Source: an optimization exercise on an open RTL-to-GDS flow (aim: small area and a short achievable clock period). Production flows keep margins and buffers that such runs may drop. The RTL was checked by simulation tests, not by an equivalence proof against the original design. No activity file was given, so power comes from the tool's default toggle rates.

[constraint.sdc]
create_clock -name core_clock -period 5.5 [get_ports {clk}]
set_input_delay 1.1000 -clock core_clock [delete_from_list [all_inputs] [get_ports {clk}]]
set_output_delay 1.1000 -clock core_clock [all_outputs]
set_load 0.01 [all_outputs]
[run.sh]
#!/bin/bash
# synth_recipe.tcl (not shown) runs the flow's synth.tcl, then flattens the netlist and writes it again
# the make line also repeats each setting of config.mk as NAME=value (left out here)
make -C /OpenROAD-flow-scripts/flow DESIGN_CONFIG=/design/flow/config.mk WORK_HOME=/design/flow/orfs CLKGATE_MAP_FILE= SYNTH_SCRIPT=/design/flow/synth_recipe.tcl finish
[config.mk]
export PLATFORM = sky130hd
export DESIGN_NAME = scratchpad_mem
export DESIGN_NICKNAME = scratchpad_mem
export VERILOG_FILES = /design/flow/design.v
export SDC_FILE = /design/flow/constraint.sdc
export NUM_CORES = 4
export LEC_CHECK = 0
export CAP_MARGIN = 20
export CORE_MARGIN = 2
export CORE_UTILIZATION = 40
export CTS_BUF_LIST = sky130_fd_sc_hd__clkbuf_8
export CTS_CLUSTER_DIAMETER = 60
export CTS_CLUSTER_SIZE = 16
export SETUP_SLACK_MARGIN = 1.5
export SLEW_MARGIN = 20
export SYNTH_HIERARCHICAL = 1
[design.v]
`timescale 1ns/10ps
module store_lane_queue (
  input  logic                             clk,
  input  logic                             rst_n,
  input  logic                             addr_enq,
  input  logic [$clog2(64)-1:0] addr_idx,
  input  logic                             data_enq,
  input  logic [32-1:0]            data_elem,
  output logic                             addr_full,
  output logic                             data_full,
  output logic                             pair_req,
  output logic [$clog2(64)-1:0] head_idx,
  output logic [32-1:0]            head_elem,
  output logic                             deadlock_hit,
  input  logic                             pop
);
  localparam int IW = $clog2(64);
  logic [IW-1:0]         addr_q [4];
  logic [32-1:0] data_q [4];
  logic [2:0] addr_wp;
  logic [2:0] data_wp;
  logic [2:0] rp;
  logic [1:0] head;
  logic       addr_empty;
  logic       data_empty;
  logic [5:0] dl_cnt;
  always_ff @(posedge clk) begin
    for (int e = 0; e < 4; e++) begin
      if (addr_enq && addr_wp[1:0] == 2'(e)) addr_q[e] <= addr_idx;
      if (data_enq && data_wp[1:0] == 2'(e)) data_q[e] <= data_elem;
    end
  end
  always_ff @(posedge clk or negedge rst_n) begin
    if (!rst_n) begin
      addr_wp  <= '0;
      data_wp  <= '0;
      rp       <= '0;
    end else begin
      if (addr_enq) addr_wp <= addr_wp + 3'd1;
      if (data_enq) data_wp <= data_wp + 3'd1;
      if (pop)      rp      <= rp + 3'd1;
    end
  end
  assign addr_empty = (addr_wp == rp);
  assign data_empty = (data_wp == rp);
  assign addr_full  = (addr_wp == {!rp[2], rp[1:0]});
  assign data_full  = (data_wp == {!rp[2], rp[1:0]});
  assign pair_req   = !addr_empty && !data_empty;
  assign head = rp[1:0];
  always_comb begin
    head_idx  = '0;
    head_elem = '0;
    for (int e = 0; e < 4; e++) begin
      head_idx  = head_idx  | (addr_q[e] & {IW{head == 2'(e)}});
      head_elem = head_elem | (data_q[e] & {32{head == 2'(e)}});
    end
  end
  always_ff @(posedge clk or negedge rst_n) begin
    if (!rst_n) begin
      dl_cnt <= '0;
    end else if (addr_empty ^ data_empty) begin
      if (!dl_cnt[5]) dl_cnt <= dl_cnt + 6'd1;
    end else begin
      dl_cnt <= '0;
    end
  end
  assign deadlock_hit = dl_cnt[5];
endmodule
`timescale 1ns/10ps
module scratchpad_array (
  input  logic                             clk,
  input  logic [7:0]                       wr_hi_n,
  input  logic [7:0]                       wr_lo_n,
  input  logic [32-1:0]            wr_elem,
  input  logic [$clog2(64)-1:0] rd_idx,
  output logic [32-1:0]            rd_elem
);
  localparam int EW = 32;
  logic [EW-1:0] mem [64];
  localparam int NC = 4;
  localparam int DG = EW / NC;
  logic [64-1:0] wl [NC];
  for (genvar c = 0; c < NC; c++) begin : g_wen
    logic [64-1:0] we;
    for (genvar w = 0; w < 64; w++) begin : g_we
      sp_nor2 we_i (.a(wr_hi_n[w/8]), .b(wr_lo_n[w%8]), .y(we[w]));
    end
    always_ff @(posedge clk) begin
      for (int w = 0; w < 64; w++)
        if (we[w]) mem[w][c*DG +: DG] <= wr_elem[c*DG +: DG];
    end
  end
  for (genvar c = 0; c < NC; c++) begin : g_dec
    logic [5:0] idx_n;
    logic [7:0] hi_n;
    logic [7:0] lo_n;
    for (genvar k = 0; k < 6; k++) begin : g_inv
      sp_inv inv_i (.a(rd_idx[k]), .y(idx_n[k]));
    end
    for (genvar i = 0; i < 8; i++) begin : g_pre
      sp_nand3 lo_i (
        .a(i[0] ? rd_idx[0] : idx_n[0]),
        .b(i[1] ? rd_idx[1] : idx_n[1]),
        .c(i[2] ? rd_idx[2] : idx_n[2]),
        .y(lo_n[i])
      );
      sp_nand3 hi_i (
        .a(i[0] ? rd_idx[3] : idx_n[3]),
        .b(i[1] ? rd_idx[4] : idx_n[4]),
        .c(i[2] ? rd_idx[5] : idx_n[5]),
        .y(hi_n[i])
      );
    end
    for (genvar w = 0; w < 64; w++) begin : g_wl
      sp_nor2 wl_i (.a(hi_n[w/8]), .b(lo_n[w%8]), .y(wl[c][w]));
    end
  end
  for (genvar b = 0; b < EW; b++) begin : g_bit
    logic [7:0]  t1;
    logic [3:0]  t2;
    for (genvar j = 0; j < 8; j++) begin : g_l1
      sp_ao8 g_i (
        .s(wl[b/DG][8*j +: 8]),
        .d({mem[8*j+7][b], mem[8*j+6][b], mem[8*j+5][b], mem[8*j+4][b],
            mem[8*j+3][b], mem[8*j+2][b], mem[8*j+1][b], mem[8*j][b]}),
        .y(t1[j])
      );
    end
    for (genvar j = 0; j < 4; j++) begin : g_l2
      sp_nor2 g_i (.a(t1[2*j]), .b(t1[2*j+1]), .y(t2[j]));
    end
    sp_nand4 g_l3 (.a(t2[0]), .b(t2[1]), .c(t2[2]), .d(t2[3]), .y(rd_elem[b]));
  end
endmodule
module sp_inv (input logic a, output logic y);
  assign y = ~a;
endmodule
module sp_nor2 (input logic a, input logic b, output logic y);
  assign y = ~(a | b);
endmodule
module sp_nand3 (input logic a, input logic b, input logic c, output logic y);
  assign y = ~(a & b & c);
endmodule
module sp_nand4 (input logic a, input logic b, input logic c, input logic d, output logic y);
  assign y = ~(a & b & c & d);
endmodule
module sp_ao8 (input logic [7:0] s, input logic [7:0] d, output logic y);
  assign y = |(s & d);
endmodule
`timescale 1ns/10ps
module error_latch (
  input  logic        clk,
  input  logic        rst_n,
  input  logic        tag_oob,
  input  logic        deadlock,
  output logic        error_valid,
  output logic [15:0] error_code
);
  logic [1:0] code;
  always_ff @(posedge clk or negedge rst_n) begin
    if (!rst_n) begin
      error_valid <= 1'b0;
      code        <= 2'd0;
    end else if (!error_valid && (tag_oob || deadlock)) begin
      error_valid <= 1'b1;
      code        <= tag_oob ? 2'd1 : 2'd2;
    end
  end
  assign error_code = {14'd0, code};
endmodule
`timescale 1ns/10ps
module scratchpad_mem (
  input  logic                            clk,
  input  logic                            rst_n,
  input  logic                            ld_addr_valid,
  output logic                            ld_addr_ready,
  input  logic [2+16-1:0] ld_addr_data,
  output logic                            ld_data_valid,
  input  logic                            ld_data_ready,
  output logic [2+32-1:0] ld_data_data,
  output logic                            ld_done_valid,
  input  logic                            ld_done_ready,
  output logic [2-1:0]            ld_done_data,
  input  logic                            st_addr_valid,
  output logic                            st_addr_ready,
  input  logic [2+16-1:0] st_addr_data,
  input  logic                            st_data_valid,
  output logic                            st_data_ready,
  input  logic [2+32-1:0] st_data_data,
  output logic                            st_done_valid,
  input  logic                            st_done_ready,
  output logic [2-1:0]            st_done_data,
  output logic                            error_valid,
  output logic [15:0]                     error_code
);
  localparam int IW = $clog2(64);
  localparam int NP = 3;
  localparam int EW = 32;
  logic [1:0]       ld_tag, sa_tag, sd_tag;
  logic             ld_ok, sa_ok, sd_ok;
  logic [NP-1:0]    addr_enq, data_enq, addr_full, data_full;
  logic [NP-1:0]    req, dl, pop, sel_oh;
  logic [IW-1:0]    head_idx  [NP];
  logic [EW-1:0]    head_elem [NP];
  logic [IW-1:0]    wr_idx;
  logic [EW-1:0]    wr_elem;
  logic [EW-1:0]    rd_elem;
  assign ld_tag        = ld_addr_data[17:16];
  assign ld_ok         = !(ld_tag[1] && ld_tag[0]);
  assign ld_addr_ready = ld_ok && ld_data_ready && ld_done_ready;
  assign ld_data_valid = ld_addr_valid && ld_ok && ld_done_ready;
  assign ld_done_valid = ld_addr_valid && ld_ok && ld_data_ready;
  assign ld_data_data  = {ld_tag, rd_elem};
  assign ld_done_data  = ld_tag;
  assign sa_tag = st_addr_data[17:16];
  assign sd_tag = st_data_data[33:32];
  assign sa_ok  = !(sa_tag[1] && sa_tag[0]);
  assign sd_ok  = !(sd_tag[1] && sd_tag[0]);
  assign st_addr_ready = sa_ok && !addr_full[sa_tag];
  assign st_data_ready = sd_ok && !data_full[sd_tag];
  for (genvar i = 0; i < NP; i++) begin : g_lane
    assign addr_enq[i] = st_addr_valid && (sa_tag == 2'(i)) && !addr_full[i];
    assign data_enq[i] = st_data_valid && (sd_tag == 2'(i)) && !data_full[i];
    store_lane_queue lane_i (
      .clk, .rst_n,
      .addr_enq(addr_enq[i]), .addr_idx(st_addr_data[IW-1:0]),
      .data_enq(data_enq[i]), .data_elem(st_data_data[EW-1:0]),
      .addr_full(addr_full[i]), .data_full(data_full[i]),
      .pair_req(req[i]), .head_idx(head_idx[i]), .head_elem(head_elem[i]),
      .deadlock_hit(dl[i]), .pop(pop[i])
    );
  end
  assign sel_oh[0] = req[0];
  assign sel_oh[1] = req[1] && !req[0];
  assign sel_oh[2] = req[2] && !req[1] && !req[0];
  assign st_done_valid = |req;
  assign st_done_data  = {sel_oh[2], sel_oh[1]};
  assign pop           = sel_oh & {NP{st_done_ready}};
  always_comb begin
    wr_idx  = '0;
    wr_elem = '0;
    for (int i = 0; i < NP; i++) begin
      wr_idx  = wr_idx  | (head_idx[i]  & {IW{sel_oh[i]}});
      wr_elem = wr_elem | (head_elem[i] & {EW{sel_oh[i]}});
    end
  end
  logic [7:0] wr_hi_n, wr_lo_n;
  logic       wr_go;
  assign wr_go = st_done_ready && (|req);
  for (genvar i = 0; i < 8; i++) begin : g_wdec
    assign wr_hi_n[i] = !(wr_idx[5:3] == 3'(i));
    assign wr_lo_n[i] = !(wr_go && (wr_idx[2:0] == 3'(i)));
  end
  scratchpad_array array_i (
    .clk, .wr_hi_n, .wr_lo_n, .wr_elem, .rd_idx(ld_addr_data[IW-1:0]), .rd_elem
  );
  error_latch error_i (
    .clk, .rst_n,
    .tag_oob((ld_addr_valid && !ld_ok) || (st_addr_valid && !sa_ok) || (st_data_valid && !sd_ok)),
    .deadlock(|dl), .error_valid, .error_code
  );
endmodule
==> results of run 1 <==
## registers in the layout, summed over array words and instances (netlist names)
name                   cells
g_lane.lane_i.dl_cnt      18
array_i.mem             2048
g_lane.lane_i.addr_q      72
g_lane.lane_i.data_q     384
g_lane.lane_i.data_wp      9
g_lane.lane_i.addr_wp      9
error_i.code               2
error_i.error_valid        1
g_lane.lane_i.rp           9
## per-layer routing
metal | global-route usage, % | vias up
li1 | - | 23400
met1 | 28.1 | 27700
met2 | 33.6 | 2149
met3 | 3.23 | 414
met4 | 5.66 | 16
met5 | 0 | -
## Yosys stat by module (local to each module, per instance), a selection
module / cells inside / flops+latches / copies in the design
store_lane_queue: 367 / 167 / 3
sp_ao8: 5 / 0 / 256
sp_nand4: 1 / 0 / 32
sp_inv: 1 / 0 / 24
scratchpad_array: 2048 / 2048 / 1
sp_nor2: 1 / 0 / 640
scratchpad_mem: 197 / 0 / 1
error_latch: 24 / 3 / 1
## repair_timing
item	4_1_cts	5_1_grt
setup buffers	67	92
hold buffers	1	0
resized for setup	784	635
pin swaps	116	245
cloned	9	0
endpoints found under the hold margin	1	0
endpoints found under the setup margin	2740	3901
## power groups by stage
stage / Sequential (µW) / Combinational, µW / Clock (µW)
5_1_grt: 32600 / 22900 / 10100
6_report: 32400 / 21800 / 9270
4_1_cts: 32300 / 20600 / 9400
3_5_place_dp: 32800 / 20300 / 0
2_1_floorplan: 33200 / 8560 / 0
3_3_place_gp: 32700 / 19700 / 0
## synthesized netlist by cell type, types with 13 or more instances
cell / n
sky130_fd_sc_hd__buf_4: 28
sky130_fd_sc_hd__nand3_1: 86
sky130_fd_sc_hd__nor2_1: 646
sky130_fd_sc_hd__inv_1: 50
sky130_fd_sc_hd__o21ai_1: 13
sky130_fd_sc_hd__ha_1: 42
sky130_fd_sc_hd__nand2_1: 173
sky130_fd_sc_hd__edfxtp_1: 2504
sky130_fd_sc_hd__and2_1: 40
sky130_fd_sc_hd__xor2_1: 15
sky130_fd_sc_hd__a22oi_1: 1288
sky130_fd_sc_hd__buf_2: 42
sky130_fd_sc_hd__nand4_1: 295
sky130_fd_sc_hd__o21ai_0: 33
sky130_fd_sc_hd__xnor2_1: 33
sky130_fd_sc_hd__dfrtp_1: 48
## final cells by class
cell class	instances	area share, %
tap	3150	3.56
inverter	50	0.226
clock buffer	192	2.39
antenna	7	0.0158
timing repair buffer	496	4.56
multi-input combinational	2736	19.9
sequential	2552	69.0
clock inverter	54	0.357
## how the worst max path moves through the flow
| stage | end | slack (ns) | cells after the start |
|---|---|---|---|
| 2_1_floorplan | array_i.mem[0][0] | 0.96 | 6 |
| 3_3_place_gp | ld_data_data[5] | -0.03 | 11 |
| 3_5_place_dp | ld_data_data[5] | -0.08 | 11 |
| 4_1_cts | st_done_data[1] | 0.43 | 6 |
| 5_1_grt | ld_data_data[0] | 0.94 | 14 |
| 6_report | ld_data_data[0] | 0.99 | 14 |
## cell families (layout without fill, tap and decap cells)
group	Yosys count	in the layout	share of synthesized area, %
flip-flops	2552	2552	81.2
AO/OA/AOI/OAI	1353	1353	10.7
AND/OR/NAND/NOR	1274	1274	6.22
buffers and inverters	135	792	0.802
XOR/XNOR	48	48	0.447
adder cells (fa/ha/maj)	42	42	0.559
multiplexers	5	5	0.0532
other	1	21	0.00399
## critical path, delay by kind of cell
kind,cells,cell delay [ns]
buffers and inverters,8,1.14
AOI/OAI and AO/OA,1,0.19
and+or+nand+nor,5,0.93
## metrics by stage
stage | TNS (ns) | hold slack (ns) | total power (µW)
global route | 0 | 0.375 | 65600
finish | 0 | 0.422 | 63500
global placement | -0.0510 | 0.480 | 52400
floorplan | 0 | 0.462 | 41700
detailed placement | -0.160 | 0.483 | 53100
CTS | 0 | 0.350 | 62300
==> impl_metrics.py, run 1 <==
metrics = {
    "run_status": {
        "status": "no timing/DRC/antenna violations",
    },
    "clock_tree": {
        "worstSkewPairLatency_ns": 1.01,
        "cts_inserted_buffers": 185,
        "cts_htree_levels": 4,
        "clk_pin_slew_ns": 0.10,
        "tritoncts": "done",
        "clk_root_buffer_cell": "sky130_fd_sc_hd__clkbuf_8",
        "cts.path.max_buffers": 3,
        "tritoncts_num_sinks": 2552,
    },
    "final_layout": {
        "final_cell_area_mm2": 0.111,
        "areaGrowthSynthToFinish_pct": 17.7,
        "finish.utilization_pct": 47.2,
        "num-nets-final": 6141,
        "drive_gt1_share_pct": 26.7,
        "multi_input_area_mm2": 0.0220,
        "mostFrequentLayoutCell": "sky130_fd_sc_hd__edfxtp_1",
        "fill_cells": 19500,
        "final_cell_mix": "2504 x sky130_fd_sc_hd__edfxtp_1, 983 x sky130_fd_sc_hd__a22oi_1, 308 x sky130_fd_sc_hd__nor2_2, 306 x sky130_fd_sc_hd__a22oi_2, 295 x sky130_fd_sc_hd__nand4_1",
        "ff_latch_area_mm2": 0.0764,
        "instances_no_fill": 9237,
    },
    "drt": {
        "drtPass1Iterations": 5,
        "routed_wire_length_per_instance_um": 27.2,
        "routed-via-count": 53700,
        "wl_met2_um": 122000,
        "met1_length_um": 103000,
        "finalWirelength_um": 251000,
        "routed_via_density": 5.81,
        "drc_errors": 0,
        "maxUsedRoutingLayer": "met5",
        "antenna_violating_nets_remaining": 0,
        "first_iter_violations": 5951,
        "met3_wirelength_um": 18700,
    },
    "grt": {
        "globalRouteTotalUtil_pct": 20.4,
        "via_count_of_the_first_global_routing_pass": 52600,
        "globalRouteOverflowTotal": 0,
        "wire_length_of_the_first_global_routing_pass_um": 358000,
        "grt_antenna_before_repair": 11,
        "pin_count_of_the_biggest_net_entering_global_routing": 65,
    },
    "sta": {
        "slew_violations": 0,
        "max_slew_margin_pct": 16.3,
        "final_period_minus_worst_setup_slack_ns": 4.51,
        "final_critical_path_setup_slack_ns": 0.991,
        "timing.final.hold_violations": 0,
        "period_share_pct": 82.0,
        "worst-slew-pin-transition_ns": 1.26,
        "timing.final.setup_violations": 0,
        "unrepaired_setup_endpoints_after_global_routing": "yes",
        "max_freq_mhz": 222,
        "clock-skew-final_ns": 0.0779,
    },
    "critical_path": {
        "worst_path_max_delay_cell": "sky130_fd_sc_hd__nand4_1",
        "setup.reg_to_reg.worst_slack_ns": 1.49,
        "critical-path-top-cell-by-count": "sky130_fd_sc_hd__buf_12",
        "path_cells": "buf_12 > buf_12 > buf_6 > buf_12 > clkinvlp_4 > nand3_2 > buf_8 > nor2_4 > a22oi_2 > nand4_1 > nor2_2 > buf_4 > nand4_1 > buf_4",
        "critical_path.reg2reg.startpoint": "g_lane[2].lane_i.rp[0]",
        "required_time_at_the_worst_slack_endpoint_ns": 4.40,
        "worstSetupStartpointType": "input port",
        "critPathMaxFanout": 8,
        "timing.setup.critical_path_class": "in -> out",
        "startpoint": "ld_addr_data[0]",
        "endpoint_kind": "primary output",
        "reg2reg_to": "array_i.mem[2][25]",
        "worst-endpoint-arrival_ns": 3.41,
        "max_stage_delay_ns": 0.23,
        "ff_to_ff_path_depth": 10,
    },
    "power": {
        "internal_power_uw": 38800,
        "total_leakage_power_uw": 0.0331,
        "power.net_switching_uw": 24700,
        "irDropWorstVdd_v": 0.000921,
        "p_comb_share_pct": 34.3,
        "swShare_pct": 38.9,
        "pwr_density_cell_mw_per_mm2": 573,
        "share_clk_of_total_power_pct": 14.6,
        "seqPwrFrac_pct": 51.1,
    },
    "floorplanning": {
        "die_h_um": 489,
        "std_cell_rows": 178,
        "io_pins": 139,
        "die_area_mm2": 0.239,
        "initial_core_util_pct": 40.1,
        "core_area_mm2": 0.235,
        "die-width_um": 489,
    },
    "synthesis": {
        "postSynth.topFlopCell": "sky130_fd_sc_hd__edfxtp_1",
        "synth-async-reset-ratio_pct": 1.88,
        "count_of_yosys_warnings_during_synthesis": 17,
        "synthDominantCellAreaShare_pct": 80.0,
        "syn_inst": 5410,
        "avgSynthCellArea_um2": 17.4,
        "yosysUniqueCellTypes": 39,
        "synth_area_mm2": 0.0940,
        "synth_top_cells_by_area": "sky130_fd_sc_hd__edfxtp_1 80%, sky130_fd_sc_hd__a22oi_1 10%, sky130_fd_sc_hd__nor2_1 2.6%",
        "count_of_flip_flops_with_a_built_in_enable_after_synthesis": 2504,
        "synthDominantAreaCellType": "sky130_fd_sc_hd__edfxtp_1",
        "post_synthesis_sequential_element_count": 2552,
        "yosysSeqAreaShare_pct": 81.2,
    },
    "placement": {
        "pre_cts_slack_ns": -0.0813,
        "placed_cell_area_mm2": 0.101,
        "weighted_congestion_reported_at_the_end_of_routability_driven_placement": 0.839,
        "post-dp-hpwl_um": 148000,
        "buffer_ports.inserted": 104,
        "dp_cells": 8815,
    },
    "flow_run": {
        "maxCapViolCount": 0,
    },
    "worst_hold_path": {
        "min_path_type": "in -> async",
    },
}
==> run 2, diff against run 1 <==
--- a/config.mk
+++ b/config.mk
@@ -11,6 +11,6 @@
 export CTS_BUF_LIST = sky130_fd_sc_hd__clkbuf_8
 export CTS_CLUSTER_DIAMETER = 60
 export CTS_CLUSTER_SIZE = 16
-export SETUP_SLACK_MARGIN = 1.5
+export SETUP_SLACK_MARGIN = 1.2
 export SLEW_MARGIN = 20
 export SYNTH_HIERARCHICAL = 1
==> run 2 against run 1 <==
Still clean on timing, DRC and antenna. Global-route usage hardly changed. Highest routed layer unchanged. Critical path type unchanged. Clock skew is 0.0016 ns lower. Critical endpoint is now ld_data_data[5]. Core utilization is 0.32 points lower.
==> impl_metrics.py, run 2 <==
metrics = {
    "run_status": {
        "status": "no timing/DRC/antenna violations",
    },
    "final_layout": {
        "drive_gt1_share_pct": 23.3,
        "largest_register_by_flop_count": "array_i.mem",
        "final_cell_area_mm2": 0.110,
        "mostFrequentLayoutCell": "sky130_fd_sc_hd__edfxtp_1",
        "final_cell_mix": "2504 x sky130_fd_sc_hd__edfxtp_1, 1043 x sky130_fd_sc_hd__a22oi_1, 295 x sky130_fd_sc_hd__nand4_1, 265 x sky130_fd_sc_hd__nor2_1, 246 x sky130_fd_sc_hd__a22oi_2",
        "areaGrowthSynthToFinish_pct": 16.9,
        "biggestRegsByFlops": "array_i.mem (2048), g_lane.lane_i.data_q (384), g_lane.lane_i.addr_q (72)",
        "num-nets-final": 6116,
        "largest_reg_flops": 2048,
    },
    "grt": {
        "wire_length_of_the_first_global_routing_pass_um": 358000,
        "via_count_of_the_first_global_routing_pass": 52600,
        "grt_antenna_before_repair": 12,
        "pin_count_of_the_biggest_net_entering_global_routing": 65,
        "globalRouteOverflowTotal": 0,
        "globalRouteTotalUtil_pct": 20.4,
    },
    "power": {
        "irDropWorstVdd_v": 0.000928,
        "total_leakage_power_uw": 0.0330,
        "pwr_density_cell_mw_per_mm2": 573,
    },
    "critical_path": {
        "setup.reg_to_reg.worst_slack_ns": 1.33,
        "ff_to_ff_path_depth": 9,
        "endpoint_kind": "primary output",
        "worstSetupStartpointType": "input port",
        "timing.setup.critical_path_class": "in -> out",
        "required_time_at_the_worst_slack_endpoint_ns": 4.40,
        "reg2reg_to": "array_i.mem[56][23]",
        "worst-endpoint-arrival_ns": 3.43,
        "critPathMaxFanout": 10,
        "critical_path.reg2reg.startpoint": "g_lane[0].lane_i.rp[1]",
    },
    "placement": {
        "buffer_ports.inserted": 104,
        "post-dp-hpwl_um": 148000,
        "placed_cell_area_mm2": 0.101,
        "weighted_congestion_reported_at_the_end_of_routability_driven_placement": 0.839,
        "pre_cts_slack_ns": -0.0813,
    },
    "drt": {
        "routed_via_density": 5.83,
        "drtPass1Iterations": 6,
        "finalWirelength_um": 251000,
        "antenna_violating_nets_remaining": 0,
        "drc_errors": 0,
        "first_iter_violations": 6477,
        "routed-via-count": 53700,
        "routed_wire_length_per_instance_um": 27.3,
    },
    "floorplanning": {
        "die_h_um": 489,
        "core_area_mm2": 0.235,
        "io_pins": 139,
        "std_cell_rows": 178,
        "initial_core_util_pct": 40.1,
        "die_area_mm2": 0.239,
        "die-width_um": 489,
    },
    "synthesis": {
        "syn_inst": 5410,
        "postSynth.topFlopCell": "sky130_fd_sc_hd__edfxtp_1",
        "yosysUniqueCellTypes": 39,
        "synth_top_cells_by_area": "sky130_fd_sc_hd__edfxtp_1 80%, sky130_fd_sc_hd__a22oi_1 10%, sky130_fd_sc_hd__nor2_1 2.6%",
        "yosysSeqAreaShare_pct": 81.2,
        "count_of_flip_flops_with_a_built_in_enable_after_synthesis": 2504,
        "synth_area_mm2": 0.0940,
        "synthDominantAreaCellType": "sky130_fd_sc_hd__edfxtp_1",
        "post-synth-top-count-cell": "sky130_fd_sc_hd__edfxtp_1",
        "avgSynthCellArea_um2": 17.4,
        "synth-async-reset-ratio_pct": 1.88,
        "synthDominantCellAreaShare_pct": 80.0,
        "post_synthesis_sequential_element_count": 2552,
        "count_of_yosys_warnings_during_synthesis": 17,
        "synth_commonest_cells": "2504 x sky130_fd_sc_hd__edfxtp_1, 1288 x sky130_fd_sc_hd__a22oi_1, 646 x sky130_fd_sc_hd__nor2_1, 295 x sky130_fd_sc_hd__nand4_1, 173 x sky130_fd_sc_hd__nand2_1",
    },
    "sta": {
        "final_critical_path_setup_slack_ns": 0.973,
        "clock-skew-final_ns": 0.0763,
        "worst-slew-pin-transition_ns": 1.21,
        "final_period_minus_worst_setup_slack_ns": 4.53,
        "max_freq_mhz": 221,
        "period_share_pct": 82.3,
        "unrepaired_setup_endpoints_after_global_routing": "yes",
        "hold_slack_ns": 0.447,
        "timing.final.setup_violations": 0,
        "slew_violations": 0,
        "max_slew_margin_pct": 19.2,
        "timing.final.hold_violations": 0,
    },
    "clock_tree": {
        "tritoncts": "done",
        "clk_pin_slew_ns": 0.10,
        "cts.path.max_buffers": 3,
        "cts_htree_levels": 4,
        "worstSkewPairLatency_ns": 0.98,
        "tritoncts_num_sinks": 2552,
        "cts_inserted_buffers": 185,
        "clk_root_buffer_cell": "sky130_fd_sc_hd__clkbuf_8",
    },
    "worst_hold_path": {
        "min_path_type": "in -> async",
    },
    "flow_run": {
        "maxCapViolCount": 0,
    },
}
## run 2: cell counts after synthesis
Identical to the previous run, type by type.
## run 2: routing by layer
layer | vias to the layer above | track usage, % | share of wire (%)
met5 | - | 0 | 0.046
met4 | 16 | 5.74 | 2.8
met3 | 400 | 3.09 | 7.7
met2 | 2299 | 33.6 | 49
met1 | 27600 | 28.3 | 41
li1 | 23400 | - | -
## run 2: area by class of cell
class,instances,area (µm²)
Inverter,50,255
Antenna cell,4,10.0
Timing Repair Buffer,471,5000
Multi-Input combinational cell,2736,21300
Sequential cell,2552,76400
Clock inverter,54,395
Fill cell,19600,125000
Tap cell,3150,3940
Clock buffer,192,2640
## run 2: cell families (layout without fill, tap and decap cells)
group | Yosys count | in the layout | share of synthesized area [%]
flip-flops | 2552 | 2552 | 81.2
AO/OA/AOI/OAI | 1353 | 1353 | 10.7
AND/OR/NAND/NOR | 1274 | 1274 | 6.22
buffers and inverters | 135 | 767 | 0.802
XOR/XNOR | 48 | 48 | 0.447
adder cells (fa/ha/maj) | 42 | 42 | 0.559
multiplexers | 5 | 5 | 0.0532
other | 1 | 18 | 0.00399
## run 2: per-stage QoR
stage	TNS, ns	utilization [%]	std cells	total power, µW
after floorplan	0	-	5423	41700
after global placement	-0.0510	43.0	8813	52400
after detailed placement	-0.160	43.0	8815	53100
after CTS	0	45.9	9128	62300
after global routing	0	46.9	9208	65000
final	0	46.9	9209	63000
## run 2: critical path: stages
cell and delay, ns:
sky130_fd_sc_hd__buf_12 0.11, sky130_fd_sc_hd__buf_12 0.12, sky130_fd_sc_hd__bufbuf_16 0.31, sky130_fd_sc_hd__nand3_2 0.19, sky130_fd_sc_hd__buf_6 0.22, sky130_fd_sc_hd__nor2_4 0.09
sky130_fd_sc_hd__a22oi_1 0.30, sky130_fd_sc_hd__nand4_1 0.21, sky130_fd_sc_hd__nor2_1 0.22, sky130_fd_sc_hd__nand4_1 0.29, sky130_fd_sc_hd__buf_6 0.23
## run 2: timing repair
item,in CTS,in global routing
pin swaps,154,203
endpoints found under the hold margin,1,0
cloned,9,0
resized for setup,881,386
setup buffers,57,77
setup endpoints to repair,355,1889
hold buffers,1,0
## run 2: modules after synthesis, one instance, submodules excluded
module / area (µm²) / cells inside
sp_inv: 3.75 / 1
sp_nor2: 3.75 / 1
scratchpad_mem: 1170 / 197
sp_nand3: 5.00 / 1
scratchpad_array: 61500 / 2048
error_latch: 224 / 24
store_lane_queue: 6280 / 367
sp_nand4: 6.26 / 1
sp_ao8: 36.3 / 5
## run 2: power breakdown
| group | switching, µW | internal (µW) |
|---|---|---|
| Sequential | 694 | 31700 |
| Combinational | 17700 | 3620 |
| Clock | 5940 | 3350 |
| Total | 24300 | 38700 |
## run 2: worst max path at each step
stage                                 startpoint                end  cells after the start
after floorplan           g_lane[0].lane_i.rp[0]  array_i.mem[0][0]                      6
after global placement           ld_addr_data[2]    ld_data_data[5]                     11
after detailed placement         ld_addr_data[2]    ld_data_data[5]                     11
after CTS                 g_lane[0].lane_i.rp[0]    st_done_data[1]                      6
after global routing             ld_addr_data[0]    ld_data_data[4]                     14
final                            ld_addr_data[0]    ld_data_data[5]                     11

[what the ideal ports hide]
The flow's constraints put no driver on any port. The routed layouts listed below were extracted and timed again, unchanged, in two steps. Step 1 (the two cells are an assumption about what drives the block):
set clk [get_ports {clk}]
set_driving_cell -lib_cell sky130_fd_sc_hd__clkbuf_16 $clk
set_driving_cell -lib_cell sky130_fd_sc_hd__buf_2 [delete_from_list [all_inputs] $clk]
Step 2 adds t to the input delays and takes it off the output delays; t is the mean of the earliest and latest rising clock arrival at the registers after step 1. Input paths then give back, and output paths get back, about the clock's delay inside the block. a / b / c = ideal / step 1 / step 2; a / b = the first two.
run	t (ns)	slack for setup (ns)	worst setup path after step 2	slew at the worst register clock pin (ns)
run 1	1.053	0.991 / 0.926 / 0.926	input to output	0.11 / 0.11
run 2	1.028	0.973 / 0.925 / 0.925	input to output	0.11 / 0.11
After both steps every run listed still meets setup and hold. The setup slack of run 1, which loses most, moves by -0.065 ns with the drivers and by -0.065 ns with both steps.
